Source: an optimization exercise on an open RTL-to-GDS flow (aim: small area, a short achievable clock period and few clock cycles per item). Production flows keep margins and buffers that such runs may drop.
No functional check of the RTL was part of any run shown here.
Power figures rest on the tool's default switching activity, not on a simulated workload.

===== flow/config.mk =====
export PLATFORM = sky130hd
export DESIGN_NAME = ospfb_top
export DESIGN_NICKNAME = ospfb_top
export VERILOG_FILES = /design/flow/design.v
export SDC_FILE = /design/flow/constraint.sdc
export NUM_CORES = 4
export LEC_CHECK = 0
export ABC_CLOCK_PERIOD_IN_PS = 3000
export CAP_MARGIN = 20
export CORE_MARGIN = 2
export CORE_UTILIZATION = 40
export CTS_CLUSTER_DIAMETER = 150
export CTS_CLUSTER_SIZE = 28
export SLEW_MARGIN = 20

===== flow/constraint.sdc =====
create_clock -name core_clock -period 9.0 [get_ports {clk}]
set_input_delay 1.8000 -clock core_clock [delete_from_list [all_inputs] [get_ports {clk}]]
set_output_delay 1.8000 -clock core_clock [all_outputs]
set_load 0.01 [all_outputs]

===== flow/design.v =====
package ospfb_pkg;
  localparam int SAMPLE_W = 16;
  localparam int COEFF_W  = 8;
  localparam int ACC_W    = 21;
  localparam int OUT_W    = 18;
  typedef logic signed [SAMPLE_W-1:0] sample_t;
  typedef logic signed [COEFF_W-1:0]  coeff_t;
  typedef logic signed [ACC_W-1:0]    acc_t;
  typedef logic signed [OUT_W-1:0]    out_t;
  localparam int OUT_MAX = (1 << (OUT_W - 1)) - 1;
  localparam int OUT_MIN = -(1 << (OUT_W - 1));
  localparam int DIG_W = 5;
endpackage
`timescale 1ns/1ns
import ospfb_pkg::*;
module ospfb_ctrl #(
  parameter int FFT_LEN = 32,
  parameter int DEC_FAC = 24,
  parameter int PTAPS   = 4,
  localparam int BR_W   = $clog2(FFT_LEN)
) (
  input  logic                     clk,
  input  logic                     rst_n,
  input  logic                     in_valid,
  output logic                     in_ready,
  output logic [FFT_LEN-1:0]       wsel,
  output logic                     commit,
  output logic                     late,
  output logic                     beat_valid,
  output logic                     beat_last,
  output logic [PTAPS*DIG_W-1:0]   beat_dig,
  output logic                     frame_start
);
  localparam int NCOEF = FFT_LEN * PTAPS;
  logic [DIG_W-1:0] dig_tab [NCOEF];
  for (genvar k = 0; k < NCOEF; k++) begin : g_coef
    localparam int H  = ((3 * k) % 11) - 5;
    localparam int B  = (H >= 3) ? 1 : ((H <= -3) ? -1 : 0);
    localparam int A  = H - 4 * B;
    assign dig_tab[k] = {A != 0, (A == 2) || (A == -2), A < 0, B != 0, B < 0};
  end
  logic [4:0]  koff;
  logic [4:0]  rres;     
  logic [4:0]  rres_m1;  
  logic        rd_act;
  logic        end_q;    
  logic        ok;
  logic        chk_q;    
  logic        fresh;
  logic [1:0]  g2;       
  logic [2:0]  gs;       
  logic [4:0]  prd_p1;   
  logic [2:0]  frs;      
  logic signed [6:0] dw;  
  logic signed [6:0] da;  
  logic [FFT_LEN-1:0] pvr;     
  logic [4:0]  apos;     
  logic [4:0]  wres;
  logic [4:0]  ares;
  logic [4:0]  ares_p1;
  logic        inv;
  logic        rdy_q;    
  logic        accept;
  logic        end_sw;
  logic        start_rd;
  logic [4:0]  koff_n;
  logic [4:0]  rres_n;
  logic        rd_n;
  logic [1:0]  g2_n;
  logic [2:0]  gs_n;
  logic [2:0]  frs_n;
  logic signed [6:0] dw_n;
  logic [4:0]  age_nx;
  logic [7:0]  dw_f;
  logic [4:0]  age_1;
  logic        pv_nx;      
  logic        commit_n;
  logic [7:0]  x0, x1;
  logic        chk_n;
  logic        free_0, free_1;
  logic        rdy_0, rdy_1;
  logic [4:0]  p_n;
  logic [4:0]  wpos;
  logic [PTAPS*DIG_W-1:0] dig_n, dig_c, dig_s;
  assign accept   = in_valid && rdy_q;
  assign end_sw   = end_q;
  assign start_rd = end_sw && ((ok && chk_q) || (!dw[6] && gs < 3'd2));
  assign koff_n = fresh ? 5'd7  : koff + 5'd1;
  assign rres_n = fresh ? 5'd16 : rres_m1;
  assign rd_n   = end_sw ? start_rd : rd_act;
  assign g2_n   = g2 + 2'(start_rd);
  assign gs_n   = (start_rd && gs != 3'd5) ? gs + 3'd1 : gs;
  assign frs_n  = start_rd ? gs : frs;
  assign dw_f     = start_rd ? 8'(dw) : 8'(dw) + 8'd24;
  assign age_1    = 5'(wres - 5'd1 - rres_m1);
  assign late     = rd_n && pvr[1] && ($signed(dw_f) <= $signed({3'b000, age_1}));
  assign pv_nx    = (pvr[1] && !late) || wsel[0];
  assign dw_n     = dw + 7'(inv) - (start_rd ? 7'sd24 : 7'sd0);
  assign age_nx   = 5'(wres + 5'(inv) - 5'd1 - rres_m1);
  assign commit_n = !fresh && pv_nx && (dw_n <= $signed({2'b00, age_nx}));
  assign x0 = 8'(dw) + 8'(inv) + 8'(5'({2'(3 * g2), 3'b000} + koff + 5'd1));
  assign x1 = 8'(dw) + 8'(inv) - 8'd24 + 8'({2'(3 * (g2 + 2'd1)), 3'b000});
  assign chk_n = start_rd ? !x1[7] : !x0[7];
  assign free_0 = !pvr[apos] || (commit && apos == 5'd0) || ((late || commit_n) && apos == 5'd1);
  assign free_1 = !pvr[5'(apos - 5'd1)] || (commit && apos == 5'd1) || ((late || commit_n) && apos == 5'd2);
  assign rdy_0 = free_0 && (start_rd ? (da < 7'sd48) : (da < 7'sd24));
  assign rdy_1 = free_1 && (start_rd ? (da < 7'sd47) : (da < 7'sd23));
  assign wpos = 5'(rres_m1 - wres);
  assign wsel = inv ? (FFT_LEN'(1) << wpos) : '0;
  function automatic logic [PTAPS*DIG_W-1:0] beat_digits(input logic [4:0] p, input logic [2:0] f);
    logic [7:0] thr;
    case (f)
      3'd0:    thr = 8'd24;
      3'd1:    thr = 8'd48;
      3'd2:    thr = 8'd72;
      3'd3:    thr = 8'd96;
      3'd4:    thr = 8'd120;
      default: thr = 8'd255;
    endcase
    for (int t = 0; t < PTAPS; t++) begin
      if ((8'(32 * t) + 8'(p)) >= thr)
        beat_digits[t*DIG_W +: DIG_W] = '0;
      else
        beat_digits[t*DIG_W +: DIG_W] = dig_tab[t*FFT_LEN + int'(p)];
    end
  endfunction
  assign dig_c = beat_digits(prd_p1, frs);
  assign dig_s = beat_digits({2'(3 * g2), 3'b000}, gs);
  assign dig_n = start_rd ? dig_s : dig_c;
  assign p_n   = start_rd ? {2'(3 * g2), 3'b000} : prd_p1;
  always_ff @(posedge clk or negedge rst_n) begin
    if (!rst_n) begin
      rd_act      <= 1'b0;
      end_q       <= 1'b0;
      ok          <= 1'b0;
      chk_q       <= 1'b0;
      fresh       <= 1'b1;
      g2          <= '0;
      gs          <= '0;
      dw          <= -7'sd24;
      da          <= -7'sd24;
      pvr         <= '0;
      apos        <= 5'd16;
      wres        <= '0;
      ares        <= '0;
      ares_p1     <= 5'd1;
      inv         <= 1'b0;
      in_ready    <= 1'b0;
      rdy_q       <= 1'b0;
      beat_valid  <= 1'b0;
      beat_last   <= 1'b0;
      frame_start <= 1'b0;
    end else begin
      rd_act   <= rd_n;
      end_q    <= (koff_n == 5'd31);
      ok       <= fresh ? 1'b0 : (end_sw ? 1'b1 : (ok && chk_q));
      chk_q    <= chk_n;
      if (accept) fresh <= 1'b0;
      g2       <= g2_n;
      gs       <= gs_n;
      dw       <= dw_n;
      da       <= da + 7'(accept) - (start_rd ? 7'sd24 : 7'sd0);
      pvr      <= wsel | {pvr[0] && !commit, pvr[FFT_LEN-1:2], pvr[1] && !late};
      apos     <= 5'((fresh ? 5'd17 : apos) - 5'd1 - 5'(accept));
      wres     <= wres + 5'(inv);
      if (accept) begin
        ares    <= ares_p1;
        ares_p1 <= ares_p1 + 5'd1;
      end
      inv      <= accept;
      in_ready <= (in_valid && in_ready) ? rdy_1 : rdy_0;
      rdy_q    <= accept ? rdy_1 : rdy_0;
      beat_valid  <= rd_n;
      beat_last   <= rd_n && (koff_n == 5'd31);
      frame_start <= rd_n && (koff_n == 5'd0);
    end
  end
  always_ff @(posedge clk) begin
    koff    <= koff_n;
    rres    <= rres_n;
    rres_m1 <= rres_n - 5'd1;
    prd_p1  <= p_n + 5'd1;
    frs     <= frs_n;
    commit  <= commit_n;
  end
  always_ff @(posedge clk) begin
    beat_dig <= dig_n;
  end
endmodule
`timescale 1ns/1ns
import ospfb_pkg::*;
module pfb_delay_line #(
  parameter int FFT_LEN = 32,
  parameter int PTAPS   = 4
) (
  input  logic                      clk,
  input  logic [FFT_LEN-1:0]        wsel,      
  input  logic [SAMPLE_W-1:0]       wdata,
  input  logic                      commit,    
  input  logic                      late,      
  output logic [PTAPS*SAMPLE_W-1:0] taps_data  
);
  localparam int CW = PTAPS * SAMPLE_W;
  localparam int SW = SAMPLE_W;
  logic [FFT_LEN*CW-1:0] tap;
  logic [FFT_LEN*SW-1:0] pend;
  always_ff @(posedge clk) begin
    for (int k = 0; k < FFT_LEN; k++) begin
      pend[k*SW +: SW] <= wsel[k] ? (wdata ^ {SW{k[0]}}) : ~pend[((k+1)%FFT_LEN)*SW +: SW];
    end
    for (int k = 1; k < FFT_LEN - 1; k++) begin
      tap[k*CW +: CW]  <= tap[(k+1)*CW +: CW];
    end
    tap[CW-1:2*SW] <= tap[CW+CW-1:CW+2*SW];
    tap[2*SW-1:0]  <= late ? {tap[CW+SW-1:CW], ~pend[SW+SW-1:SW]} : tap[CW+2*SW-1:CW];
    tap[(FFT_LEN-1)*CW +: CW]  <= commit ? {tap[CW-SW-1:0], pend[SW-1:0]} : tap[CW-1:0];
  end
  assign taps_data = tap[CW-1:0];
endmodule
`timescale 1ns/1ns
import ospfb_pkg::*;
module pfb_mac #(
  parameter int PTAPS = 4
) (
  input  logic                      clk,
  input  logic                      rst_n,
  input  logic                      beat_valid,
  input  logic                      beat_last,
  input  logic [PTAPS*DIG_W-1:0]    beat_dig,
  input  logic [PTAPS*SAMPLE_W-1:0] taps_data,
  output logic                      acc_valid,
  output ospfb_pkg::acc_t           acc,
  output logic                      acc_last
);
  localparam int W = ACC_W;
  localparam int NV = 2 * PTAPS + 1;
  logic [W-1:0] v [NV];
  logic [2:0]   nb;
  localparam logic [W-1:0] K_SIGN = W'(-(PTAPS * (1 << (SAMPLE_W)) + PTAPS * (1 << (SAMPLE_W + 1))));
  always_comb begin
    nb = '0;
    for (int t = 0; t < PTAPS; t++) begin
      logic [SAMPLE_W-1:0] x;
      logic a_nz, a_two, a_neg, b_nz, b_neg;
      logic [SAMPLE_W:0]   ma;
      logic [SAMPLE_W-1:0] mb;
      x = taps_data[t*SAMPLE_W +: SAMPLE_W];
      {a_nz, a_two, a_neg, b_nz, b_neg} = beat_dig[t*DIG_W +: DIG_W];
      if (a_two)      ma = {x, 1'b0};
      else if (a_nz)  ma = {x[SAMPLE_W-1], x};
      else            ma = '0;
      ma = ma ^ {(SAMPLE_W+1){a_neg}};
      mb = (b_nz ? x : '0) ^ {SAMPLE_W{b_neg}};
      v[2*t]   = W'({~ma[SAMPLE_W], ma[SAMPLE_W-1:0]});
      v[2*t+1] = W'({~mb[SAMPLE_W-1], mb[SAMPLE_W-2:0], 1'b0, a_neg});
      nb = nb + 3'(b_neg);
    end
    v[NV-1] = K_SIGN | W'({nb, 2'b00});
  end
  function automatic logic [2*W-1:0] csa(input logic [W-1:0] a, input logic [W-1:0] b, input logic [W-1:0] c);
    logic [W-1:0] s, cy;
    s  = a ^ b ^ c;
    cy = ((a & b) | (a & c) | (b & c)) << 1;
    csa = {cy, s};
  endfunction
  logic [W-1:0] s1, c1, s2, c2, s3, c3, s4, c4, s5, c5, s6, c6, s7, c7;
  logic [W-1:0] sum;
  always_comb begin
    {c1, s1} = csa(v[0], v[1], v[2]);
    {c2, s2} = csa(v[3], v[4], v[5]);
    {c3, s3} = csa(v[6], v[7], v[8]);
    {c4, s4} = csa(s1, c1, s2);
    {c5, s5} = csa(c2, s3, c3);
    {c6, s6} = csa(s4, c4, s5);
  end
  logic [W-1:0] s_q, c_q, e_q;
  logic         v_q, l_q;
  always_comb begin
    {c7, s7} = csa(s_q, c_q, e_q);
    sum = s7 + c7;
  end
  always_ff @(posedge clk or negedge rst_n) begin
    if (!rst_n) begin
      v_q       <= 1'b0;
      l_q       <= 1'b0;
      acc_valid <= 1'b0;
      acc_last  <= 1'b0;
    end else begin
      v_q       <= beat_valid;
      l_q       <= beat_valid && beat_last;
      acc_valid <= v_q;
      acc_last  <= l_q;
    end
  end
  always_ff @(posedge clk) begin
    s_q <= s6;
    c_q <= c6;
    e_q <= c5;
    acc <= sum;
  end
endmodule
`timescale 1ns/1ns
import ospfb_pkg::*;
module pfb_out_stage (
  input  logic clk,
  input  logic rst_n,
  input  logic acc_valid,
  input  ospfb_pkg::acc_t acc,
  input  logic acc_last,
  output logic out_valid,
  output ospfb_pkg::out_t out_data,
  output logic out_last,
  output logic out_sat
);
  logic clip;
  assign clip = (acc[ACC_W-1:OUT_W-1] != '0) && (acc[ACC_W-1:OUT_W-1] != '1);
  always_ff @(posedge clk or negedge rst_n) begin
    if (!rst_n) begin
      out_valid <= 1'b0;
      out_last  <= 1'b0;
      out_sat   <= 1'b0;
    end else begin
      out_valid <= acc_valid;
      out_last  <= acc_valid && acc_last;
      out_sat   <= acc_valid && clip;
    end
  end
  always_ff @(posedge clk) begin
    if (clip) out_data <= acc[ACC_W-1] ? OUT_W'(OUT_MIN) : OUT_W'(OUT_MAX);
    else      out_data <= acc[OUT_W-1:0];
  end
endmodule
`timescale 1ns/1ns
import ospfb_pkg::*;
module ospfb_top #(
  parameter int FFT_LEN = 32,
  parameter int DEC_FAC = 24,
  parameter int PTAPS   = 4,
  localparam int BR_W   = $clog2(FFT_LEN)
) (
  input  logic    clk,
  input  logic    rst_n,
  input  logic    in_valid,
  input  ospfb_pkg::sample_t in_data,
  output logic    in_ready,
  output logic    out_valid,
  output ospfb_pkg::out_t    out_data,
  output logic    out_last,
  output logic    out_sat,
  output logic    frame_start
);
  logic [SAMPLE_W-1:0]       in_q;
  logic [FFT_LEN-1:0]        wsel;
  logic                      commit;
  logic                      late;
  logic                      beat_valid;
  logic                      beat_last;
  logic [PTAPS*DIG_W-1:0]    beat_dig;
  logic [PTAPS*SAMPLE_W-1:0] taps_data;
  logic                      acc_valid;
  ospfb_pkg::acc_t           acc;
  logic                      acc_last;
  always_ff @(posedge clk) begin
    in_q <= in_data;
  end
  ospfb_ctrl #(
    .FFT_LEN(FFT_LEN),
    .DEC_FAC(DEC_FAC),
    .PTAPS  (PTAPS)
  ) i_ctrl (
    .clk        (clk),
    .rst_n      (rst_n),
    .in_valid   (in_valid),
    .in_ready   (in_ready),
    .wsel       (wsel),
    .commit     (commit),
    .late       (late),
    .beat_valid (beat_valid),
    .beat_last  (beat_last),
    .beat_dig   (beat_dig),
    .frame_start(frame_start)
  );
  pfb_delay_line #(
    .FFT_LEN(FFT_LEN),
    .PTAPS  (PTAPS)
  ) i_delay_line (
    .clk      (clk),
    .wsel     (wsel),
    .wdata    (in_q),
    .commit   (commit),
    .late     (late),
    .taps_data(taps_data)
  );
  pfb_mac #(
    .PTAPS(PTAPS)
  ) i_mac (
    .clk       (clk),
    .rst_n     (rst_n),
    .beat_valid(beat_valid),
    .beat_last (beat_last),
    .beat_dig  (beat_dig),
    .taps_data (taps_data),
    .acc_valid (acc_valid),
    .acc       (acc),
    .acc_last  (acc_last)
  );
  pfb_out_stage i_out_stage (
    .clk      (clk),
    .rst_n    (rst_n),
    .acc_valid(acc_valid),
    .acc      (acc),
    .acc_last (acc_last),
    .out_valid(out_valid),
    .out_data (out_data),
    .out_last (out_last),
    .out_sat  (out_sat)
  );
endmodule

===== flow/flow/run.sh =====
#!/bin/bash
# Layout flow: the standard flow (standard.sh, unchanged synthesis) with
# two repair settings changed: timing repair aims below the clock period
# (a larger setup margin), and ports are buffered with buf_4 cells.
# make's full output goes to run_make.log in the work folder.
set -euo pipefail
cd "$(dirname "$0")/.."
MARGIN=${MARGIN:-5.9}
bash standard.sh \
  "SETUP_SLACK_MARGIN=${MARGIN}" \
  "BUFFER_PORTS_ARGS=-buffer_cell sky130_fd_sc_hd__buf_4" \
  finish > run_make.log 2>&1
test -f out/final.def

===== flow/standard.sh =====
#!/bin/bash
# synth_recipe.tcl (not shown) runs the flow's synth.tcl, then flattens the netlist and writes it again
# the make line also repeats each setting of config.mk as NAME=value (left out here)
make -C /OpenROAD-flow-scripts/flow DESIGN_CONFIG=/design/flow/config.mk WORK_HOME=/design/flow/orfs CLKGATE_MAP_FILE= SYNTH_SCRIPT=/design/flow/synth_recipe.tcl "${@:-finish}"

==> results.yml, run 1 <==
global_routing:
  antenna_found_initial: 4
  grt.total_usage_pct: 12.9
  grt_pass1_vias: 33500
  gr-total-overflow: 0
  grt_max_degree: 56
  grt_pass1_wl_mm: 191
synth:
  syn-cell-area_um2: 73600
  yosysMostFrequentCell: "dfxtp_1"
  synthArstFlopShare_pct: 2.80
  yosysUniqueCellTypes: 82
  netlist_instances: 5280
  synth_top_area_cell: "dfxtp_1"
  synth-edff-count: 3
  synthFlopType: "dfxtp_1"
  synth_common_cells: "dfxtp_1 (2706), nor2_1 (325), a21oi_1 (315), nand2_1 (288), mux2i_1 (260)"
  ys_warn_count: 7
  seq_area_frac_synth_pct: 76.4
  syn_avg_cell_area_um2: 13.9
  synth-seq-cells: 2787
  syn_nets: 5531
  ys_top_cells_by_area: "dfxtp_1 (74%), mux2i_1 (3.5%), fa_1 (2.8%), dfrtp_1 (2.4%), ha_1 (2.2%)"
  synth_top_area_share_pct: 73.6
floorplanning:
  start_util_pct: 40.2
  die_area_um2: 187000
  rows: 157
  pin_count: 42
  die_x_um: 433
  core_um2: 183000
  die_y_um: 433
critical_path:
  required_ps: 9650
  rr_startpoint: "i_ctrl.wres[0]$_DFF_PN0_"
  path_class: "reg -> reg"
  path_cells: "ha_4 > fa_2 > a21o_1 > a21oi_2 > xor2_1 > ha_1 > nand2_1 > o22ai_2 > a2bb2oi_1 > o211ai_1 > buf_6 > buf_12 > buf_16 > mux2_4"
  slowest_delay_ps: 460
  cp_slowest_cell: "dfrtp_2"
  critPathMaxFanout: 6
  ff2ff_path_depth: 14
  cp_top_family: "adder cells"
  critPathBufInv: 3
  ff2ff_setup_slack_ps: 5840
  cp.arrival_ps: 3820
  r2r-end: "i_delay_line.tap[28]$_DFF_P_"
  worstSetupEndpointType: "register"
  start_kind: "register"
worst_hold_path:
  worstHoldStart: "i_delay_line.tap[1197]$_DFF_P_"
  holdPathEnd: "i_delay_line.tap[1133]$_DFF_P_"
  hold_class: "reg -> reg"
  hold_depth: 0
place:
  numPortBuffers: 41
  gp_congestion: 0.837
  dp_hpwl_mm: 76.7
pwr:
  leakagePower_nw: 33.8
  power_density_nw_per_um2: 370
  switchingPower_w: 0.00939
  netSwitchingFraction_pct: 31.4
  power.clock.fraction_pct: 19.0
  seq_power_share_pct: 53.2
  pwr-share-comb_pct: 27.8
  p_int_w: 0.0206
  ir_drop_mv: 0.193
sta:
  layout_worst_path_cycle_share_pct: 35.1
  setup_violations: 0
  min_period_ps: 3160
  finalHoldViolations: 0
  slew_viol_final: 0
  finalClockSkew_ps: 66.1
  max_slew.worst_pin.slew_ps: 906
  max_freq_mhz: 316
  slew-limit-headroom_pct: 39.6
  fin_tns_setup_ps: 0
  rsz0062_at_grt: "yes"
drt:
  drt_wl_total_mm: 123
  ant_nets: 0
  routedWlPerCell_um: 15.8
  drtPass1Iterations: 5
  remaining_drc_errors: 0
  vias_per_cell: 4.38
  vias: 34100
  drtIter0Drc: 1811
clock_tree:
  cts-root-buf: "clkbuf_16"
  clockBufferDepth: 3
  h-tree-depth: 3
  numCtsBuffers: 109
  clkLatencyLatePin_ps: 790
  clk_pin_slew_ps: 120
  cts_tree: "done"
  cts.sinks: 2787
final_layout:
  layout.nets: 5555
  area_growth_pct: 10.1
  utilization_pct: 44.3
  drive_above_1_share_pct: 9.62
job:
  cap_violations: 0
outcome:
  status: "timing/DRC/antenna clean"
cell usage in the layout (no fill, tap or decap), types with 8 or more instances in the layout:
master / instances
dfxtp_1: 2666
nor2_1: 319
a21oi_1: 307
nand2_1: 267
mux2i_1: 258
inv_1: 145
ha_1: 113
clkbuf_16: 112
xnor2_1: 109
fa_1: 101
o21ai_0: 97
xor2_1: 83
buf_4: 66
mux2_2: 65
dfrtp_1: 62
dfxtp_2: 35
nand2b_1: 32
o21a_1: 30
buf_6: 29
nand3_1: 21
o21ai_1: 17
a21o_1: 16
mux2_4: 16
o22ai_1: 15
buf_12: 15
nor3_1: 14
nand3_4: 12
nand2_4: 12
clkbuf_1: 12
mux4_2: 11
ha_4: 11
a211oi_1: 10
a31oi_1: 10
or2_2: 10
mux4_1: 9
and2_1: 8
o21ai_2: 8
dfstp_2: 8
state kept, by name, summed over array words and instances, names as in the netlist, 16 cells and up:
name	cells
i_ctrl.beat_dig	20
i_ctrl.pvr	32
i_delay_line.pend	512
i_delay_line.tap	2048
i_mac.acc	21
i_mac.c_q	19
i_mac.e_q	17
i_mac.s_q	19
i_out_stage.out_data	18
in_q	16
cells by family after synthesis:
family	Yosys count	share of synthesized area, %
buffers and inverters	365	2.01
multiplexers	361	5.43
XOR/XNOR	197	2.34
AND/OR/NAND/NOR	758	4.35
AO/OA/AOI/OAI	580	4.47
adder cells (fa/ha/maj)	232	5.00
flip-flops	2787	76.4
stage by stage:
stage	cells	instance area (um2)	hold slack [ps]	total power, W	setup slack, ps
floorplan	5280	73700	310	0.0211	5880
global placement	7593	76300	310	0.0235	5000
detailed placement	7595	76400	312	0.0237	4900
CTS	7756	80200	294	0.0298	5790
global route	7787	81000	302	0.0319	5700
finish	7787	81000	290	0.0300	5840
power by group through the flow:
stage	clock network, W	registers, W	logic, W
after CTS	0.00592	0.0160	0.00790
after detailed placement	0	0.0162	0.00743
after global placement	0	0.0162	0.00731
after floorplan	0	0.0155	0.00568
final	0.00569	0.0159	0.00832
after global routing	0.00634	0.0162	0.00937
metal layers:
layer / GRT usage [%] / up-vias / wire length [um] / share of wire, %
met3: 2.10 / 192 / 3740 / 3.0
met4: 4.24 / 0 / 3810 / 3.1
met2: 19.9 / 436 / 53600 / 43
met1: 18.5 / 16500 / 62100 / 50
met5: 0 / - / 0 / 0
li1: - / 17000 / - / -
repair_timing:
item                                    CTS  global route
resized for setup                       140           113
buffers inserted                         28            21
hold endpoints to repair                  0             0
endpoints found under the setup margin  589           558
pin swaps                                29            16
hold buffers                              0             0
cloned                                    4             9
layout make-up:
type,count,area (um2)
clock buffers,121,2770
flip-flops and latches,2787,56300
repair buffers,120,1350
inverters,152,576
diodes,1,2.50
multi-input cells,2134,16800
fillers,16200,102000
well taps,2464,3080
clock inverters,8,153
worst max-delay path by stage:
stage	depth (start not counted)	endpoint	slack (ps)	startpoint
2_1_floorplan	18	i_ctrl.rdy_q$_DFF_PN0_	5880	i_ctrl.dw[6]$_DFF_PN1_
3_3_place_gp	11	i_delay_line.pend[110]$_DFF_P_	5000	i_ctrl.rres_m1[0]$_DFF_P_
3_5_place_dp	11	i_delay_line.pend[106]$_DFF_P_	4900	i_ctrl.rres_m1[0]$_DFF_P_
4_1_cts	1	in_ready	5790	i_ctrl.in_ready$_DFF_PN0_
5_1_grt	18	i_ctrl.in_ready$_DFF_PN0_	5700	i_ctrl.wres[0]$_DFF_PN0_
6_report	14	i_delay_line.tap[28]$_DFF_P_	5840	i_ctrl.wres[0]$_DFF_PN0_
==> inputs of run 2 (changes only) <==
--- a/flow/design.v
+++ b/flow/design.v
@@ -72,5 +72,6 @@
   logic signed [6:0] dw_n;
-  logic [4:0]  age_nx;
-  logic [7:0]  dw_f;
-  logic [4:0]  age_1;
+  logic [4:0]  age0;
+  logic        le_0, le_24, le_m24;
+  logic        wr_next;
+  logic [4:0]  wpos_q;   
   logic        pv_nx;      
@@ -93,9 +94,12 @@
   assign frs_n  = start_rd ? gs : frs;
-  assign dw_f     = start_rd ? 8'(dw) : 8'(dw) + 8'd24;
-  assign age_1    = 5'(wres - 5'd1 - rres_m1);
-  assign late     = rd_n && pvr[1] && ($signed(dw_f) <= $signed({3'b000, age_1}));
+  assign age0     = 5'(wres - 5'd1 - rres_m1);
+  assign le_0     = $signed({dw[6], dw}) <= $signed({3'b000, age0});
+  assign le_24    = ($signed({dw[6], dw}) - 8'sd24) <= $signed({3'b000, age0});
+  assign le_m24   = ($signed({dw[6], dw}) + 8'sd24) <= $signed({3'b000, age0});
+  assign late     = rd_n && pvr[1] && (start_rd ? le_0 : le_m24);
   assign pv_nx    = (pvr[1] && !late) || wsel[0];
   assign dw_n     = dw + 7'(inv) - (start_rd ? 7'sd24 : 7'sd0);
-  assign age_nx   = 5'(wres + 5'(inv) - 5'd1 - rres_m1);
-  assign commit_n = !fresh && pv_nx && (dw_n <= $signed({2'b00, age_nx}));
+  assign wr_next  = inv && (wres == rres_m1);
+  assign commit_n = !fresh && pv_nx &&
+                    (wr_next ? (start_rd ? (dw < 7'sd24) : dw[6]) : (start_rd ? le_24 : le_0));
   assign x0 = 8'(dw) + 8'(inv) + 8'(5'({2'(3 * g2), 3'b000} + koff + 5'd1));
@@ -107,4 +111,4 @@
   assign rdy_1 = free_1 && (start_rd ? (da < 7'sd47) : (da < 7'sd23));
-  assign wpos = 5'(rres_m1 - wres);
-  assign wsel = inv ? (FFT_LEN'(1) << wpos) : '0;
+  assign wpos = 5'(rres_n - 5'd1 - ares);
+  assign wsel = inv ? (FFT_LEN'(1) << wpos_q) : '0;
   function automatic logic [PTAPS*DIG_W-1:0] beat_digits(input logic [4:0] p, input logic [2:0] f);
@@ -179,2 +183,3 @@
     koff    <= koff_n;
+    wpos_q  <= wpos;
     rres    <= rres_n;
==> run 2 against run 1 <==
  * Still clean
  * Flip-flop and latch count rose by 15
  * Combinational power fell by 21%
  * First-iteration DRC count rose by 10%
  * Total power fell by 4.5%
  * Largest cell class unchanged
==> results.yml, run 2 <==
final_layout:
  layout.nets: 5591
  final_cell_mix: "dfxtp_1 (2675), nor2_1 (307), a21oi_1 (303)"
  area_growth_pct: 9.38
  final.fill_count: 16400
  drive_above_1_share_pct: 8.92
  max_flop_register: "i_delay_line.tap"
  mostFrequentLayoutCell: "dfxtp_1"
  top_regs: "i_delay_line.tap: 2048 flops, i_delay_line.pend: 512 flops, i_ctrl.pvr: 32 flops"
  largest_register_ffs: 2048
pwr:
  power_density_nw_per_um2: 354
  p_total_w: 0.0286
  ir_drop_mv: 0.209
  leakagePower_nw: 33.1
global_routing:
  grt_pass1_vias: 33500
  grt.total_usage_pct: 13.0
  grt_max_degree: 51
  antenna_found_initial: 2
  gr-total-overflow: 0
  grt_pass1_wl_mm: 192
synth:
  synthArstFlopShare_pct: 3.14
  synth_common_cells: "dfxtp_1 (2711), nor2_1 (326), a21oi_1 (312), nand2_1 (297), mux2i_1 (257)"
  yosysUniqueCellTypes: 70
  syn_nets: 5561
  synth_compound_area_share_pct: 4.41
  synth_top_area_cell: "dfxtp_1"
  synth_top_area_share_pct: 73.4
  synth-edff-count: 3
  synth.area.mux_share_pct: 5.34
  yosysMostFrequentCell: "dfxtp_1"
  syn_avg_cell_area_um2: 13.9
  netlist_instances: 5316
  synth-seq-cells: 2802
  synthFlopType: "dfxtp_1"
  seq_area_frac_synth_pct: 76.5
  synthSimpleGateAreaFrac_pct: 4.53
  synth_xor_area_share_pct: 2.45
  synthAdderAreaFrac_pct: 4.87
  synth_top_family_by_area: "multiplexers"
  ys_top_cells_by_area: "dfxtp_1 (73%), mux2i_1 (3.5%), fa_1 (2.8%), dfrtp_1 (2.7%), a21oi_1 (2.1%)"
  syn-cell-area_um2: 73900
  ys_warn_count: 7
drt:
  ant_nets: 0
  routedWlPerCell_um: 15.6
  vias_per_cell: 4.34
  vias: 34000
  drtIter0Drc: 1995
  drt_wl_total_mm: 122
  remaining_drc_errors: 0
  drtPass1Iterations: 5
critical_path:
  start_kind: "register"
  path_class: "reg -> reg"
  required_ps: 9660
  cp.arrival_ps: 4470
  critPathMaxFanout: 6
  worstSetupEndpointType: "register"
sta:
  slew_viol_final: 0
  finalHoldViolations: 0
  fin_tns_setup_ps: 0
  max_slew.worst_pin.slew_ps: 1060
  rsz0062_at_grt: "yes"
  slew-limit-headroom_pct: 29.2
  finalClockSkew_ps: 54.6
  setup_violations: 0
  min_period_ps: 3810
  layout_worst_path_cycle_share_pct: 42.3
  max_freq_mhz: 263
floorplanning:
  core_um2: 183000
  die_area_um2: 188000
  pin_count: 42
  rows: 157
  die_y_um: 434
  start_util_pct: 40.3
  die_x_um: 434
place:
  gp_congestion: 0.811
  numPortBuffers: 41
  dp_hpwl_mm: 76.6
clock_tree:
  clockBufferDepth: 3
  numCtsBuffers: 110
  clkLatencyLatePin_ps: 810
  cts-root-buf: "clkbuf_16"
  cts.hold.buffers_added: 0
  h-tree-depth: 3
  clk_pin_slew_ps: 120
  cts.sinks: 2802
  cts_tree: "done"
job:
  cap_violations: 0
outcome:
  status: "timing/DRC/antenna clean"
worst_hold_path:
  hold_class: "reg -> reg"
run 2: cell types whose count changed after synthesis, sizes merged, moves of 6 or more:
cell	before	now
xnor2	113	125
buf	56	19
nand2	288	297
nand3	30	23
o22ai	16	9
o21ai	123	130
o21bai	4	13
clkbuf	157	189
or2	10	16
dfrtp	70	79
a22o	4	10
a22oi	2	9
nor2b	9	21
run 2: worst max-delay path, cell delays in order, from the launching register on:
cell	delay, ps
dfrtp_1	420
ha_4	150
inv_2	30
fa_2	340
xor2_1	150
ha_1	320
a21oi_2	180
nand2_2	80
o311a_1	290
or3b_4	370
a2111o_1	400
a22oi_4	200
buf_12	160
buf_8	110
buf_16	150
mux2_4	300
run 2: per-stage QoR:
step	setup slack (ps)	cells	hold slack (ps)	util (%)	cell area, um2
CTS	5200	7814	273	44.0	80600
floorplan	5440	5316	310	-	74000
finish	5190	7827	286	44.1	80900
global route	5060	7825	278	44.1	80900
detailed placement	4620	7665	312	42.0	77100
global placement	4620	7665	310	42.0	77100
run 2: layer usage:
metal	vias to the layer above	GRT usage, %	wire (um)	part of all wire [%]
met5	-	0	0	0
met4	0	3.79	2800	2.3
met3	160	1.89	3930	3.2
met2	378	20.8	54600	45
met1	16400	18.4	61100	50
li1	17100	-	-	-
run 2: path summary, 6_finish.rpt:
path	startpoint	to	slack, ps	cells after the start
worst max-delay path	i_ctrl.wres[0]$_DFF_PN0_	i_delay_line.tap[16]$_DFF_P_	5190	15
worst min register to register	i_delay_line.tap[158]$_DFF_P_	i_delay_line.tap[94]$_DFF_P_	290	0
max in group asynchronous	rst_n	i_ctrl.g2[0]$_DFF_PN0_	6890	2
worst min-delay path	i_delay_line.tap[158]$_DFF_P_	i_delay_line.tap[94]$_DFF_P_	290	0
worst max register to register	i_ctrl.wres[0]$_DFF_PN0_	i_delay_line.tap[16]$_DFF_P_	5190	15
min in group asynchronous	rst_n	i_ctrl.ares[0]$_DFFE_PN0P_	970	1
run 2: timing repair:
action | 4_1_cts | 5_1_grt
cloned | 5 | 1
setup endpoints to repair | 103 | 104
gates resized for setup | 89 | 37
pin swaps | 17 | 6
endpoints found under the hold margin | 0 | 0
buffers inserted | 17 | 10
run 2: area by class of cell:
cell class              count  area, um2  area share [%]
diodes                      2       5.00         0.00619
clock buffers             120       2790            3.45
clock inverters             7        176           0.218
inverters                 154        582           0.720
multi-input cells        2152      16300            20.2
flip-flops and latches   2802      56600            70.0
well taps                2464       3080            3.81
repair buffers            126       1260            1.56
run 2: kinds of logic after synthesis:
logic type,Yosys count
AO/OA/AOI/OAI,575
XOR/XNOR,205
adder cells (fa/ha/maj),226
buffers and inverters,362
flip-flops,2802
multiplexers,359
AND/OR/NAND/NOR,787
run 2: where the power goes:
group	internal [W]	total, W	switching [W]
Sequential	0.0151	0.0163	0.00121
Combinational	0.00308	0.00658	0.00350
Clock	0.00225	0.00575	0.00350
Total	0.0204	0.0286	0.00822
==> inputs of run 3 (changes only) <==
--- a/flow/design.v
+++ b/flow/design.v
@@ -98,3 +98,3 @@
   assign le_m24   = ($signed({dw[6], dw}) + 8'sd24) <= $signed({3'b000, age0});
-  assign late     = rd_n && pvr[1] && (start_rd ? le_0 : le_m24);
+  assign late     = pvr[1] && ((end_sw || !rd_act) ? (le_0 && gs <= 3'd1) : (le_m24 && gs <= 3'd2));
   assign pv_nx    = (pvr[1] && !late) || wsel[0];
==> run 3 against run 2 <==
  * Routed wire length down 1.7%
  * Worst setup slack gained 190 ps
  * Non-clock buffer count fell by 22
  * Flip-flop and latch count stayed put
  * Clock power about the same
  * Critical path depth increased by 2
  * Combinational power is 6.2% higher
  * Critical endpoint is now i_delay_line.tap[20]$_DFF_P_
  * Largest cell class unchanged
  * Largest power group unchanged
==> results.yml, run 3 <==
global_routing:
  grt_max_degree: 48
  antenna_found_initial: 6
  grtUsageMet3_pct: 2.23
  grt.total_usage_pct: 12.8
  grt_pass1_wl_mm: 190
  gr-total-overflow: 0
  gr-usage-met2_pct: 19.2
  busiest_layer: "met2"
  grt_pass1_vias: 33300
  grt_util_met1_pct: 18.8
drt:
  drt_wl_total_mm: 120
  vias_per_cell: 4.35
  drtIter0Drc: 2064
  drtPass1Iterations: 5
  routedWlPerCell_um: 15.4
  ant_nets: 0
  vias: 34100
  remaining_drc_errors: 0
critical_path:
  cp.arrival_ps: 4270
  critPathMaxFanout: 12
  ff2ff_path_depth: 17
  worstSetupEndpointType: "register"
  path_class: "reg -> reg"
  rr_startpoint: "i_ctrl.wres[0]$_DFF_PN0_"
  ff2ff_setup_slack_ps: 5380
  critPathLaunch: "i_ctrl.wres[0]$_DFF_PN0_"
  r2r-end: "i_delay_line.tap[20]$_DFF_P_"
  start_kind: "register"
  required_ps: 9650
  worstSetupEndpoint: "i_delay_line.tap[20]$_DFF_P_"
clock_tree:
  numCtsBuffers: 110
  h-tree-depth: 3
  clkLatencyLatePin_ps: 780
  clk_pin_slew_ps: 120
  cts_tree: "done"
  cts.hold.buffers_added: 0
  cts-root-buf: "clkbuf_16"
  cts.sinks: 2802
  clockBufferDepth: 3
floorplanning:
  die_x_um: 434
  pin_count: 42
  die_area_um2: 189000
  core_um2: 185000
  die_y_um: 434
  start_util_pct: 40.1
  rows: 158
synth:
  netlist_instances: 5330
  synth_top_area_cell: "dfxtp_1"
  synth-seq-cells: 2802
  yosysMostFrequentCell: "dfxtp_1"
  synth_top_area_share_pct: 73.2
  seq_area_frac_synth_pct: 76.3
  ys_top_cells_by_area: "dfxtp_1 (73%), mux2i_1 (3.5%), fa_1 (2.8%), dfrtp_1 (2.7%), ha_1 (2.1%)"
  ys_warn_count: 7
  syn-cell-area_um2: 74100
  synth_common_cells: "dfxtp_1 (2711), nor2_1 (322), nand2_1 (303), a21oi_1 (298), mux2i_1 (261)"
  synthArstFlopShare_pct: 3.14
  syn_nets: 5575
  synthFlopType: "dfxtp_1"
  syn_avg_cell_area_um2: 13.9
  synth-edff-count: 3
  yosysUniqueCellTypes: 77
final_layout:
  finalInstanceArea_um2: 80700
  drive_above_1_share_pct: 8.98
  seqCellArea_um2: 56600
  top_regs: "i_delay_line.tap: 2048 flops, i_delay_line.pend: 512 flops, i_ctrl.pvr: 32 flops"
  largest_register_ffs: 2048
  mostFrequentLayoutCell: "dfxtp_1"
  max_flop_register: "i_delay_line.tap"
  final.fill_count: 16600
  area_growth_pct: 8.88
  multi_input_area_um2: 16500
  layout.nets: 5581
  utilization_pct: 43.7
  final_cell_mix: "dfxtp_1 (2678), nor2_1 (314), a21oi_1 (294)"
sta:
  max_freq_mhz: 276
  max_slew.worst_pin.slew_ps: 973
  fin_tns_setup_ps: 0
  finalClockSkew_ps: 41.0
  finalHoldViolations: 0
  slew_viol_final: 0
  layout_worst_path_cycle_share_pct: 40.2
  setup_violations: 0
  rsz0062_at_grt: "yes"
  slew-limit-headroom_pct: 35.0
  min_period_ps: 3620
place:
  numPortBuffers: 41
  gp_congestion: 0.823
  placed_area_um2: 77000
  dp_hpwl_mm: 75.1
pwr:
  ir_drop_mv: 0.221
  power.clock.fraction_pct: 20.0
  pwr-share-comb_pct: 24.3
  p_int_w: 0.0202
  netSwitchingFraction_pct: 29.7
  leakagePower_nw: 33.3
  p_total_w: 0.0287
  seq_power_share_pct: 55.6
  power_density_nw_per_um2: 356
  switchingPower_w: 0.00853
worst_hold_path:
  hold_class: "reg -> reg"
outcome:
  status: "timing/DRC/antenna clean"
job:
  cap_violations: 0
[run 3: cell count changes after synthesis, moves of 6 or more]
cell     delta
a21oi_1    -14
and3_1      -7
mux2_2     -12
mux2_4     +16
nand2_1     +6
nand3_1    +10
nor3_1      -6
o21ai_1    +21
[run 3: worst min path at each step]
| stage | startpoint | endpoint | slack, ps | cells after the start |
|---|---|---|---|---|
| finish | i_delay_line.tap[1941]$_DFF_P_ | i_delay_line.tap[1877]$_DFF_P_ | 310 | 0 |
| global route | i_delay_line.tap[1184]$_DFF_P_ | i_delay_line.tap[1120]$_DFF_P_ | 300 | 0 |
| CTS | i_delay_line.tap[408]$_DFF_P_ | i_delay_line.tap[344]$_DFF_P_ | 300 | 0 |
| detailed placement | i_delay_line.tap[1364]$_DFF_P_ | i_delay_line.tap[1300]$_DFF_P_ | 310 | 0 |
| global placement | i_delay_line.tap[587]$_DFF_P_ | i_delay_line.tap[523]$_DFF_P_ | 310 | 0 |
| floorplan | i_delay_line.tap[1064]$_DFF_P_ | i_delay_line.tap[1000]$_DFF_P_ | 310 | 0 |
[run 3: area by class of cell]
type,count,area share [%]
diodes,2,0.00620
clock buffers,123,3.52
clock inverters,7,0.153
inverters,152,0.708
multi-input cells,2166,20.5
flip-flops and latches,2802,70.2
well taps,2480,3.84
repair buffers,104,1.10
[run 3: cells by family (layout without fill, tap and decap cells)]
| logic type | after synthesis | after routing | share of synthesized area (%) |
|---|---|---|---|
| AND/OR/NAND/NOR | 791 | 796 | 4.57 |
| XOR/XNOR | 203 | 203 | 2.42 |
| flip-flops | 2802 | 2802 | 76.3 |
| adder cells (fa/ha/maj) | 226 | 226 | 4.86 |
| other | 0 | 2 | 0 |
| buffers and inverters | 367 | 386 | 1.94 |
| multiplexers | 367 | 367 | 5.52 |
| AO/OA/AOI/OAI | 574 | 574 | 4.37 |
[run 3: layer usage]
layer,wire length (um),vias to the layer above,part of all wire (%)
met2,50400,474,42
met1,62100,16300,52
li1,-,17100,-
met3,4310,190,3.6
met4,3520,0,2.9
met5,0,-,0
[run 3: power by group through the flow]
stage	clock [W]	sequential, W	combinational, W
after detailed placement	0	0.0163	0.00665
after CTS	0.00600	0.0160	0.00688
after global placement	0	0.0162	0.00647
final	0.00575	0.0160	0.00699
after floorplan	0	0.0155	0.00504
after global routing	0.00640	0.0162	0.00799
[run 3: repair_timing]
action                                  4_1_cts  5_1_grt
pin swaps                                    16       17
gates resized for setup                      56       52
endpoints found under the setup margin       86       91
endpoints found under the hold margin         0        0
setup buffers                                11       15
cloned                                        5        0
[run 3: critical path, cell delays in order (launching register included)]
cell	delay, ps
dfrtp_1	410
ha_4	150
inv_2	40
fa_2	390
inv_2	50
a21o_1	110
a21oi_2	60
xnor2_2	200
ha_4	240
and3b_1	170
a311oi_2	210
o221a_2	250
o311ai_4	100
mux2i_1	150
a22oi_2	240
nand2b_4	180
buf_12	180
mux2_4	310
[run 3: through the flow]
step	setup slack [ps]	hold WS (ps)	instances
3_5_place_dp	4760	312	7670
3_3_place_gp	4830	310	7670
4_1_cts	5330	301	7816
5_1_grt	5190	304	7835
6_report	5380	308	7836
2_1_floorplan	5530	310	5330
==> inputs of run 4 (changes only) <==
--- a/flow/config.mk
+++ b/flow/config.mk
@@ -10,3 +10,3 @@
 export CORE_MARGIN = 2
-export CORE_UTILIZATION = 40
+export CORE_UTILIZATION = 50
 export CTS_CLUSTER_DIAMETER = 150
==> run 4 against run 3 <==
  * Routed wire length fell by 2.0%
  * Design area fell by 1.1%
  * Highest routed layer unchanged
  * Fmax down 0.71%
  * Worst setup slack got worse by 26 ps
  * Synthesized area did not move
  * Combinational power decreased by 3.6%
  * Cell count decreased by 7.0%
  * Die area decreased by 20%
==> results.yml, run 4 <==
synth:
  synthFlopType: "dfxtp_1"
  synth-seq-cells: 2802
  syn-cell-area_um2: 74100
  synth_common_cells: "dfxtp_1 (2711), nor2_1 (322), nand2_1 (303), a21oi_1 (298), mux2i_1 (261)"
  seq_area_frac_synth_pct: 76.3
  synth-edff-count: 3
  synth_top_area_share_pct: 73.2
  ys_warn_count: 7
  yosysUniqueCellTypes: 77
  netlist_instances: 5330
  synthArstFlopShare_pct: 3.14
  syn_nets: 5575
  ys_top_cells_by_area: "dfxtp_1 (73%), mux2i_1 (3.5%), fa_1 (2.8%), dfrtp_1 (2.7%), ha_1 (2.1%)"
  syn_avg_cell_area_um2: 13.9
  synth_top_area_cell: "dfxtp_1"
  yosysMostFrequentCell: "dfxtp_1"
sta:
  min_period_ps: 3640
  max_slew.worst_pin.slew_ps: 1080
  max_freq_mhz: 274
  setup_violations: 0
  finalClockSkew_ps: 32.9
  fin_tns_setup_ps: 0
  slew-limit-headroom_pct: 27.9
  layout_worst_path_cycle_share_pct: 40.5
  rsz0062_at_grt: "yes"
  slew_viol_final: 0
  finalHoldViolations: 0
critical_path:
  critPathMaxFanout: 11
  path_cells: "ha_4 > inv_2 > fa_2 > inv_2 > a21o_1 > a21oi_2 > xnor2_2 > ha_4 > and3b_1 > a311oi_2 > o221a_2 > o311ai_4 > mux2i_2 > a22oi_2 > buf_4 > nand2b_4 > buf_12 > mux2_4"
  required_ps: 9640
  cp_top_family: "compound AO/OA/AOI/OAI gates"
  cp.arrival_ps: 4280
  path_class: "reg -> reg"
  worstSetupEndpointType: "register"
  slowest_delay_ps: 400
  critPathBufInv: 4
  cp_slowest_cell: "dfrtp_1"
  start_kind: "register"
clock_tree:
  cts.sinks: 2802
  clk_pin_slew_ps: 110
  clkLatencyLatePin_ps: 760
  cts_tree: "done"
  cts-root-buf: "clkbuf_16"
  h-tree-depth: 3
  numCtsBuffers: 110
  clockBufferDepth: 3
global_routing:
  grt_pass1_wl_mm: 188
  antenna_found_initial: 6
  gr-total-overflow: 0
  grt_pass1_vias: 33200
  grt.total_usage_pct: 15.6
  grt_max_degree: 82
floorplanning:
  start_util_pct: 50.3
  pin_count: 42
  core_um2: 147000
  die_y_um: 389
  die_area_um2: 151000
  rows: 141
  die_x_um: 389
final_layout:
  final_cell_mix: "dfxtp_1 (2689), nor2_1 (315), nand2_1 (297)"
  mostFrequentLayoutCell: "dfxtp_1"
  drive_above_1_share_pct: 8.11
  layout.nets: 5582
  largest_register_ffs: 2048
  top_regs: "i_delay_line.tap: 2048 flops, i_delay_line.pend: 512 flops, i_ctrl.pvr: 32 flops"
  max_flop_register: "i_delay_line.tap"
  area_growth_pct: 7.64
  fin_cells: 7287
worst_hold_path:
  hold_class: "reg -> reg"
pwr:
  ir_drop_mv: 0.211
  leakagePower_nw: 33.3
  power_density_nw_per_um2: 356
drt:
  routedWlPerCell_um: 16.2
  drtIter0Drc: 1692
  vias: 33800
  remaining_drc_errors: 0
  drtPass1Iterations: 5
  ant_nets: 0
  vias_per_cell: 4.64
  drt_wl_total_mm: 118
place:
  dp_hpwl_mm: 74.6
  numPortBuffers: 41
  dp_cells: 7129
  gp_congestion: 0.847
outcome:
  status: "timing/DRC/antenna clean"
job:
  cap_violations: 0
## run 4: where the power goes
part	switching (W)	internal (W)	leakage, nW
clock	0.00345	0.00225	1.43
combinational	0.00368	0.00306	8.63
sequential	0.00120	0.0147	23.2
total	0.00832	0.0200	33.3
## run 4: worst paths after layout
path / cells after the start / start / slack, ps / end
worst max-delay path: 18 / i_ctrl.wres[0]$_DFF_PN0_ / 5360 / i_delay_line.tap[24]$_DFF_P_
worst min-delay path: 0 / i_delay_line.tap[1867]$_DFF_P_ / 310 / i_delay_line.tap[1803]$_DFF_P_
worst max register to register: 18 / i_ctrl.wres[0]$_DFF_PN0_ / 5360 / i_delay_line.tap[24]$_DFF_P_
worst min register to register: 0 / i_delay_line.tap[1867]$_DFF_P_ / 310 / i_delay_line.tap[1803]$_DFF_P_
max in group asynchronous: 2 / rst_n / 7180 / i_ctrl.end_q$_DFF_PN0_
min in group asynchronous: 1 / rst_n / 840 / i_ctrl.ares_p1[2]$_DFFE_PN0P_
## run 4: what timing repair did
action | CTS | global route
setup endpoints to repair | 81 | 93
resized for setup | 29 | 23
buffers inserted | 12 | 10
cloned | 2 | 0
hold buffers | 0 | 0
pin swaps | 8 | 5
## run 4: area by class of cell
| cell class | count | area, um2 |
|---|---|---|
| Fill cell | 12100 | 67700 |
| Sequential cell | 2802 | 56600 |
| Multi-Input combinational cell | 2163 | 16300 |
| Clock buffer | 122 | 2820 |
| Tap cell | 1930 | 2410 |
| Timing Repair Buffer | 108 | 901 |
| Inverter | 152 | 572 |
| Clock inverter | 6 | 131 |
| Antenna cell | 4 | 10.0 |
## run 4: cells by family after synthesis
logic type / share of synthesized area (%)
AND/OR/NAND/NOR: 4.57
adder cells (fa/ha/maj): 4.86
XOR/XNOR: 2.42
buffers and inverters: 1.94
multiplexers: 5.52
flip-flops: 76.3
AO/OA/AOI/OAI: 4.37
## run 4: routing by layer
| metal | track usage [%] | share of wire [%] | vias to the layer above |
|---|---|---|---|
| li1 | - | - | 17100 |
| met1 | 23.4 | 52 | 16100 |
| met2 | 23.6 | 42 | 421 |
| met3 | 2.14 | 3.2 | 186 |
| met4 | 4.65 | 2.5 | 0 |
| met5 | 0 | 0 | - |
## run 4: through the flow
stage	instance area [um2]	utilization (%)	total power [W]	hold WS (ps)	setup WS, ps
floorplan	74200	-	0.0206	310	5530
global placement	76400	51.8	0.0226	310	4860
detailed placement	76400	51.8	0.0228	312	4840
CTS	79600	54.0	0.0287	309	5390
global route	79800	54.1	0.0303	317	5150
finish	79800	54.1	0.0284	308	5360
## run 4: worst reg2reg max path, stage by stage, from the launching register on
cell      delay [ps]
dfrtp_1          400
ha_4             150
inv_2             40
fa_2             400
inv_2             50
a21o_1           110
a21oi_2           60
xnor2_2          210
ha_4             240
and3b_1          170
a311oi_2         200
o221a_2          240
o311ai_4         110
mux2i_2          170
a22oi_2          180
buf_4            150
nand2b_4         140
buf_12           170
mux2_4           330
==> inputs of run 5 (changes only) <==
--- a/flow/design.v
+++ b/flow/design.v
@@ -74,2 +74,5 @@
   logic        le_0, le_24, le_m24;
+  logic        pv1_n, le_a, le_b, late_s, late_c, late_n;
+  logic signed [7:0] dwi;
+  logic [4:0]  age1_n;
   logic        wr_next;
@@ -98,3 +101,10 @@
   assign le_m24   = ($signed({dw[6], dw}) + 8'sd24) <= $signed({3'b000, age0});
-  assign late     = pvr[1] && ((end_sw || !rd_act) ? (le_0 && gs <= 3'd1) : (le_m24 && gs <= 3'd2));
+  assign pv1_n    = pvr[2] || wsel[1];
+  assign dwi      = $signed({dw[6], dw}) + $signed({7'b0, inv});
+  assign age1_n   = 5'(wres + 5'(inv) - rres_n);
+  assign le_a     = dwi <= $signed({3'b000, age1_n});
+  assign le_b     = (dwi + 8'sd24) <= $signed({3'b000, age1_n});
+  assign late_s   = pv1_n && le_a && gs <= 3'd1;
+  assign late_c   = pv1_n && (((koff_n == 5'd31) || end_sw || !rd_act) ? (le_a && gs <= 3'd1) : (le_b && gs <= 3'd2));
+  assign late_n   = start_rd ? late_s : late_c;
   assign pv_nx    = (pvr[1] && !late) || wsel[0];
@@ -146,2 +156,3 @@
       pvr         <= '0;
+      late        <= 1'b0;
       apos        <= 5'd16;
@@ -167,2 +178,3 @@
       pvr      <= wsel | {pvr[0] && !commit, pvr[FFT_LEN-1:2], pvr[1] && !late};
+      late     <= late_n;
       apos     <= 5'((fresh ? 5'd17 : apos) - 5'd1 - 5'(accept));
--- a/flow/config.mk
+++ b/flow/config.mk
@@ -10,3 +10,3 @@
 export CORE_MARGIN = 2
-export CORE_UTILIZATION = 50
+export CORE_UTILIZATION = 40
 export CTS_CLUSTER_DIAMETER = 150
==> run 5 against run 4 <==
  * Non-clock buffer count is 5 lower
  * First-iteration DRC count is 14% higher
  * Clock skew is 44 ps higher
  * Design area is 1.6% higher
  * Still clean on timing, DRC and antenna
  * Fmax is 13% higher
  * Sequential share of layout area is 1.0 points lower
  * Worst setup slack better by 420 ps
  * Routed wire length is 3.3% higher
  * Worst hold slack worse by 24 ps
==> results.yml, run 5 <==
critical_path:
  r2r-end: "i_ctrl.late$_DFF_PN0_"
  worstSetupEndpointType: "primary output"
  required_ps: 7200
  ff2ff_path_depth: 16
  slowest_delay_ps: 470
  cp_top_family: "flip-flops"
  ff2ff_setup_slack_ps: 5870
  crit_cells: 1
  cp_slowest_cell: "dfrtp_2"
  rr_startpoint: "i_ctrl.wres[0]$_DFF_PN0_"
  path_cells: "buf_6"
  path_class: "reg -> out"
  critPathBufInv: 1
  cp.arrival_ps: 1420
  start_kind: "register"
  critPathMaxFanout: 2
sta:
  finalClockSkew_ps: 77.3
  max_slew.worst_pin.slew_ps: 988
  layout_worst_path_cycle_share_pct: 35.8
  slew_viol_final: 0
  rsz0062_at_grt: "yes"
  setup_violations: 0
  finalHoldViolations: 0
  fin_tns_setup_ps: 0
  min_period_ps: 3220
  max_freq_mhz: 310
  slew-limit-headroom_pct: 33.9
floorplanning:
  die_area_um2: 189000
  die_x_um: 435
  pin_count: 42
  rows: 158
  start_util_pct: 40.2
  die_y_um: 435
  core_um2: 185000
synth:
  seq_area_frac_synth_pct: 76.1
  ys_top_cells_by_area: "dfxtp_1 (73%), mux2i_1 (3.5%), fa_1 (2.8%), dfrtp_1 (2.7%), ha_1 (2.3%)"
  ys_warn_count: 7
  synthArstFlopShare_pct: 3.18
  synth-edff-count: 3
  yosysUniqueCellTypes: 81
  yosysMostFrequentCell: "dfxtp_1"
  synth_top_area_cell: "dfxtp_1"
  netlist_instances: 5365
  synth-seq-cells: 2803
  synth_common_cells: "dfxtp_1 (2711), nand2_1 (310), nor2_1 (310), a21oi_1 (301), mux2i_1 (260)"
  syn-cell-area_um2: 74400
  synth_top_area_share_pct: 73.0
  synthFlopType: "dfxtp_1"
  syn_avg_cell_area_um2: 13.9
  syn_nets: 5623
global_routing:
  grt_max_degree: 51
  grt_pass1_wl_mm: 194
  gr-total-overflow: 0
  grt.total_usage_pct: 12.8
  antenna_found_initial: 7
  grt_pass1_vias: 34000
clock_tree:
  cts.hold.buffers_added: 0
  clk_pin_slew_ps: 120
  clockBufferDepth: 3
  cts.sinks: 2803
  cts-root-buf: "clkbuf_16"
  clkLatencyLatePin_ps: 820
  numCtsBuffers: 110
  h-tree-depth: 3
  cts_tree: "done"
place:
  dp_hpwl_mm: 77.4
  numPortBuffers: 41
  gp_congestion: 0.821
  dp_cells: 7713
drt:
  routed.top_layer: "met4"
  routed-wl-met2_mm: 52.8
  dr_wl_met3_mm: 3.94
  ant_nets: 0
  routedWlPerCell_um: 15.5
  drtIter0Drc: 1934
  vias: 34300
  vias_per_cell: 4.35
  wl_met1_mm: 62.7
  remaining_drc_errors: 0
  drt_wl_total_mm: 122
  drtPass1Iterations: 5
final_layout:
  layout.nets: 5626
  final_cell_mix: "dfxtp_1 (2675), nor2_1 (304), nand2_1 (296)"
  top_regs: "i_delay_line.tap: 2048 flops, i_delay_line.pend: 512 flops, i_ctrl.pvr: 32 flops"
  drive_above_1_share_pct: 8.83
  fin_cells: 7876
  mostFrequentLayoutCell: "dfxtp_1"
  max_flop_register: "i_delay_line.tap"
  largest_register_ffs: 2048
  area_growth_pct: 8.98
worst_hold_path:
  worstHoldStart: "i_delay_line.tap[1602]$_DFF_P_"
  hold_depth: 0
  holdPathEnd: "i_delay_line.tap[1538]$_DFF_P_"
  hold_class: "reg -> reg"
pwr:
  power_density_nw_per_um2: 352
  leakagePower_nw: 33.4
  ir_drop_mv: 0.207
job:
  cap_violations: 0
outcome:
  status: "timing/DRC/antenna clean"
## run 5: repair_timing
item / in CTS / in global routing
resized for setup: 85 / 39
cloned: 0 / 1
pin swaps: 25 / 26
buffers inserted: 14 / 7
endpoints found under the setup margin: 74 / 51
## run 5: layout make-up
class	count	area [um2]
fillers	16700	104000
flip-flops and latches	2803	56700
multi-input cells	2187	16700
well taps	2480	3100
clock buffers	125	2850
repair buffers	103	895
inverters	163	626
clock inverters	8	195
diodes	7	17.5
## run 5: per-layer routing
metal	up-vias	GRT usage (%)
li1	17200	-
met1	16500	18.7
met2	403	19.7
met3	125	1.86
met4	0	3.41
met5	-	0
## run 5: worst max path at each step
stage,start,to
global route,i_ctrl.wres[0]$_DFF_PN0_,i_ctrl.in_ready$_DFF_PN0_
global placement,i_ctrl.beat_dig[10]$_DFF_P_,i_mac.s_q[3]$_DFF_P_
CTS,i_ctrl.in_ready$_DFF_PN0_,in_ready
detailed placement,i_ctrl.beat_dig[10]$_DFF_P_,i_mac.s_q[3]$_DFF_P_
floorplan,in_valid,i_ctrl.da[6]$_DFF_PN1_
finish,i_ctrl.in_ready$_DFF_PN0_,in_ready
## run 5: logic make-up (layout without fill, tap and decap cells)
family	after synthesis	in the layout	share of synthesized area (%)
flip-flops	2803	2803	76.1
AND/OR/NAND/NOR	778	778	4.44
adder cells (fa/ha/maj)	240	240	5.08
other	0	7	0
multiplexers	366	366	5.40
buffers and inverters	376	399	1.95
AO/OA/AOI/OAI	595	596	4.56
XOR/XNOR	207	207	2.46
## run 5: power by group
group | switching (W) | internal (W)
Clock | 0.00352 | 0.00229
Sequential | 0.00113 | 0.0145
Combinational | 0.00386 | 0.00316
## run 5: metrics by stage
step / worst slack, ps / total power (W) / util [%] / hold WS, ps / instance area [um2]
2_1_floorplan: 5910 / 0.0204 / - / 310 / 74400
3_3_place_gp: 5270 / 0.0224 / 41.8 / 310 / 77300
3_5_place_dp: 5340 / 0.0226 / 41.8 / 312 / 77300
4_1_cts: 5680 / 0.0287 / 43.7 / 275 / 80800
5_1_grt: 5650 / 0.0303 / 43.8 / 289 / 81000
6_report: 5780 / 0.0285 / 43.8 / 284 / 81000
==> inputs of run 6 (changes only) <==
--- a/flow/config.mk
+++ b/flow/config.mk
@@ -10,3 +10,3 @@
 export CORE_MARGIN = 2
-export CORE_UTILIZATION = 40
+export CORE_UTILIZATION = 50
 export CTS_CLUSTER_DIAMETER = 150
==> run 6 against run 5 <==
  * Still clean
  * Critical path depth increased by 15
  * Die area fell by 20%
  * First-iteration DRC count is 5.7% lower
  * Register-to-register slack got worse by 70 ps
==> results.yml, run 6 <==
outcome:
  status: "timing/DRC/antenna clean"
drt:
  drtIter0Drc: 1823
  ant_nets: 0
  drtPass1Iterations: 6
  drt_wl_total_mm: 119
  vias: 34300
  vias_per_cell: 4.68
  remaining_drc_errors: 0
  routedWlPerCell_um: 16.2
global_routing:
  gr-total-overflow: 0
  grt_max_degree: 51
  antenna_found_initial: 1
  grt_pass1_wl_mm: 190
  grt_pass1_vias: 33800
  grt.total_usage_pct: 15.8
floorplanning:
  die_y_um: 390
  die_x_um: 390
  rows: 141
  pin_count: 42
  die_area_um2: 152000
  start_util_pct: 50.4
  core_um2: 148000
place:
  dp_hpwl_mm: 75.7
  placed_area_um2: 76700
  numPortBuffers: 41
  dp_cells: 7168
  gp_congestion: 0.818
synth:
  ys_warn_count: 7
  netlist_instances: 5365
  synth_top_area_cell: "dfxtp_1"
  synthFlopType: "dfxtp_1"
  yosysMostFrequentCell: "dfxtp_1"
  syn-cell-area_um2: 74400
  synth-edff-count: 3
  ys_top_cells_by_area: "dfxtp_1 (73%), mux2i_1 (3.5%), fa_1 (2.8%), dfrtp_1 (2.7%), ha_1 (2.3%)"
  synth_top_area_share_pct: 73.0
  syn_avg_cell_area_um2: 13.9
  seq_area_frac_synth_pct: 76.1
  yosysUniqueCellTypes: 81
  synth-seq-cells: 2803
  syn_nets: 5623
  synth_common_cells: "dfxtp_1 (2711), nand2_1 (310), nor2_1 (310), a21oi_1 (301), mux2i_1 (260)"
  synthArstFlopShare_pct: 3.18
pwr:
  ir_drop_mv: 0.179
  leakagePower_nw: 33.5
  power_density_nw_per_um2: 352
final_layout:
  final_cell_mix: "dfxtp_1 (2691), nor2_1 (303), nand2_1 (298)"
  layout.nets: 5642
  top_regs: "i_delay_line.tap: 2048 flops, i_delay_line.pend: 512 flops, i_ctrl.pvr: 32 flops"
  finalInstanceArea_um2: 80300
  max_flop_register: "i_delay_line.tap"
  largest_register_ffs: 2048
  fin_cells: 7338
  final.fill_count: 12100
  drive_above_1_share_pct: 8.72
  mostFrequentLayoutCell: "dfxtp_1"
  area_growth_pct: 7.96
  utilization_pct: 54.4
worst_hold_path:
  worstHoldStart: "i_delay_line.tap[1965]$_DFF_P_"
  hold_class: "reg -> reg"
clock_tree:
  cts.sinks: 2803
  numCtsBuffers: 110
  cts_tree: "done"
  cts-root-buf: "clkbuf_16"
  cts.hold.buffers_added: 0
  h-tree-depth: 3
  clk_pin_slew_ps: 110
  clockBufferDepth: 3
  clkLatencyLatePin_ps: 760
critical_path:
  worstSetupEndpointType: "register"
  rr_startpoint: "i_ctrl.wres[0]$_DFF_PN0_"
  cp.arrival_ps: 3890
  path_class: "reg -> reg"
  path_cells: "ha_2 > inv_2 > fa_2 > inv_2 > a21o_1 > a21oi_2 > xor2_2 > ha_4 > and3b_1 > a311o_1 > a311oi_2 > nand3_1 > mux2i_1 > a31oi_2 > a211oi_2 > o21ai_1"
  cp_slowest_cell: "dfrtp_1"
  required_ps: 9700
  start_kind: "register"
  slowest_delay_ps: 410
  critPathBufInv: 2
  critPathLaunch: "i_ctrl.wres[0]$_DFF_PN0_"
  cp_top_family: "compound AO/OA/AOI/OAI gates"
  critPathMaxFanout: 2
  cpMostUsedCell: "inv_2"
sta:
  min_period_ps: 3200
  fin_tns_setup_ps: 0
  max_slew.worst_pin.slew_ps: 1120
  layout_worst_path_cycle_share_pct: 35.5
  setup_violations: 0
  finalHoldViolations: 0
  finalClockSkew_ps: 42.3
  max_freq_mhz: 313
  slew_viol_final: 0
  rsz0062_at_grt: "yes"
  slew-limit-headroom_pct: 25.4
job:
  cap_violations: 0
[run 6: cell count changes in the layout (fill, tap and decap cells not counted), moves of 3 or more]
| cell | change |
|---|---|
| buf_6 | -20 |
| dfxtp_2 | -15 |
| nand2_2 | -3 |
| buf_4 | +38 |
| clkinv_16 | -3 |
| diode_2 | -3 |
| dfxtp_1 | +16 |
[run 6: layer usage]
metal | track usage (%) | routed length [um]
met1 | 23.3 | 61300
met2 | 24.3 | 51100
met3 | 2.37 | 3890
met4 | 4.24 | 2920
met5 | 0 | 0
[run 6: metrics by stage]
| step | setup slack, ps | power [W] | hold slack, ps |
|---|---|---|---|
| after global routing | 5600 | 0.0302 | 321 |
| after detailed placement | 5320 | 0.0225 | 312 |
| after CTS | 5700 | 0.0284 | 315 |
| after global placement | 5300 | 0.0223 | 310 |
| after floorplan | 5910 | 0.0204 | 310 |
| final | 5800 | 0.0283 | 313 |
[run 6: cell type report]
| type | count | area (um2) | share of cell area, % |
|---|---|---|---|
| Sequential cell | 2803 | 56600 | 70.5 |
| Multi-Input combinational cell | 2186 | 16700 | 20.8 |
| Clock buffer | 126 | 2830 | 3.53 |
| Tap cell | 1930 | 2410 | 3.01 |
| Timing Repair Buffer | 120 | 945 | 1.18 |
| Inverter | 163 | 626 | 0.779 |
| Clock inverter | 6 | 129 | 0.161 |
| Antenna cell | 4 | 10.0 | 0.0125 |
[run 6: kinds of logic after synthesis]
logic type | after synthesis | synth area share [%]
fa+ha+maj | 240 | 5.08
xor+xnor | 207 | 2.46
mux | 366 | 5.40
compound gates | 595 | 4.56
buf+inv | 376 | 1.95
flops | 2803 | 76.1
simple gates | 778 | 4.44
[run 6: worst paths after layout]
check / end / slack (ps) / depth (start not counted)
max reg2reg: i_ctrl.in_ready$_DFF_PN0_ / 5800 / 16
min: i_delay_line.tap[1901]$_DFF_P_ / 310 / 0
max: i_ctrl.in_ready$_DFF_PN0_ / 5800 / 16
min reg2reg: i_delay_line.tap[1901]$_DFF_P_ / 310 / 0
min in group asynchronous: i_ctrl.frame_start$_DFF_PN0_ / 1070 / 1
max in group asynchronous: i_ctrl.gs[0]$_DFFE_PN0P_ / 6780 / 2
[run 6: power breakdown]
group          internal, W  total [W]  switching, W  leakage, nW
clock network      0.00226    0.00572       0.00346         1.44
logic              0.00318    0.00691       0.00373         8.76
registers           0.0145     0.0157       0.00114         23.3
total               0.0200     0.0283       0.00833         33.5
[run 6: timing repair]
action / in CTS / in global routing
buffers inserted: 10 / 24
pin swaps: 25 / 38
setup endpoints to repair: 52 / 51
resized for setup: 41 / 51

## what the ideal ports hide
Ports are ideal in the flow. The routed layouts listed here were re-timed in OpenROAD. Step 1 sets driving cells, clkbuf_16 on the clock port and buf_2 on the other inputs (assumed; they add their load-dependent delay and slew). Step 2, shift: input delay + t, output delay - t, t = (earliest + latest rising clock arrival at the registers) / 2. This alone moves slack from input paths to output paths. Three values: no drivers, after step 1, after step 2; two values: the first two.
run	t (ns)	slack for setup (ns)	clock arrival spread, ns
run 1	0.831	5.837 / 5.809 / 5.506	0.082 / 0.082
run 2	0.865	5.191 / 5.191 / 5.191	0.061 / 0.061
run 3	0.843	5.382 / 5.382 / 5.382	0.057 / 0.056
run 4	0.820	5.356 / 5.356 / 5.356	0.042 / 0.041
run 5	0.856	5.778 / 5.698 / 5.659	0.088 / 0.088
run 6	0.815	5.805 / 5.744 / 5.653	0.043 / 0.042
After both steps every run listed still meets setup and hold. For run 1, which loses most, drivers alone change the setup slack by -0.028 ns; drivers and shift together by -0.331 ns.
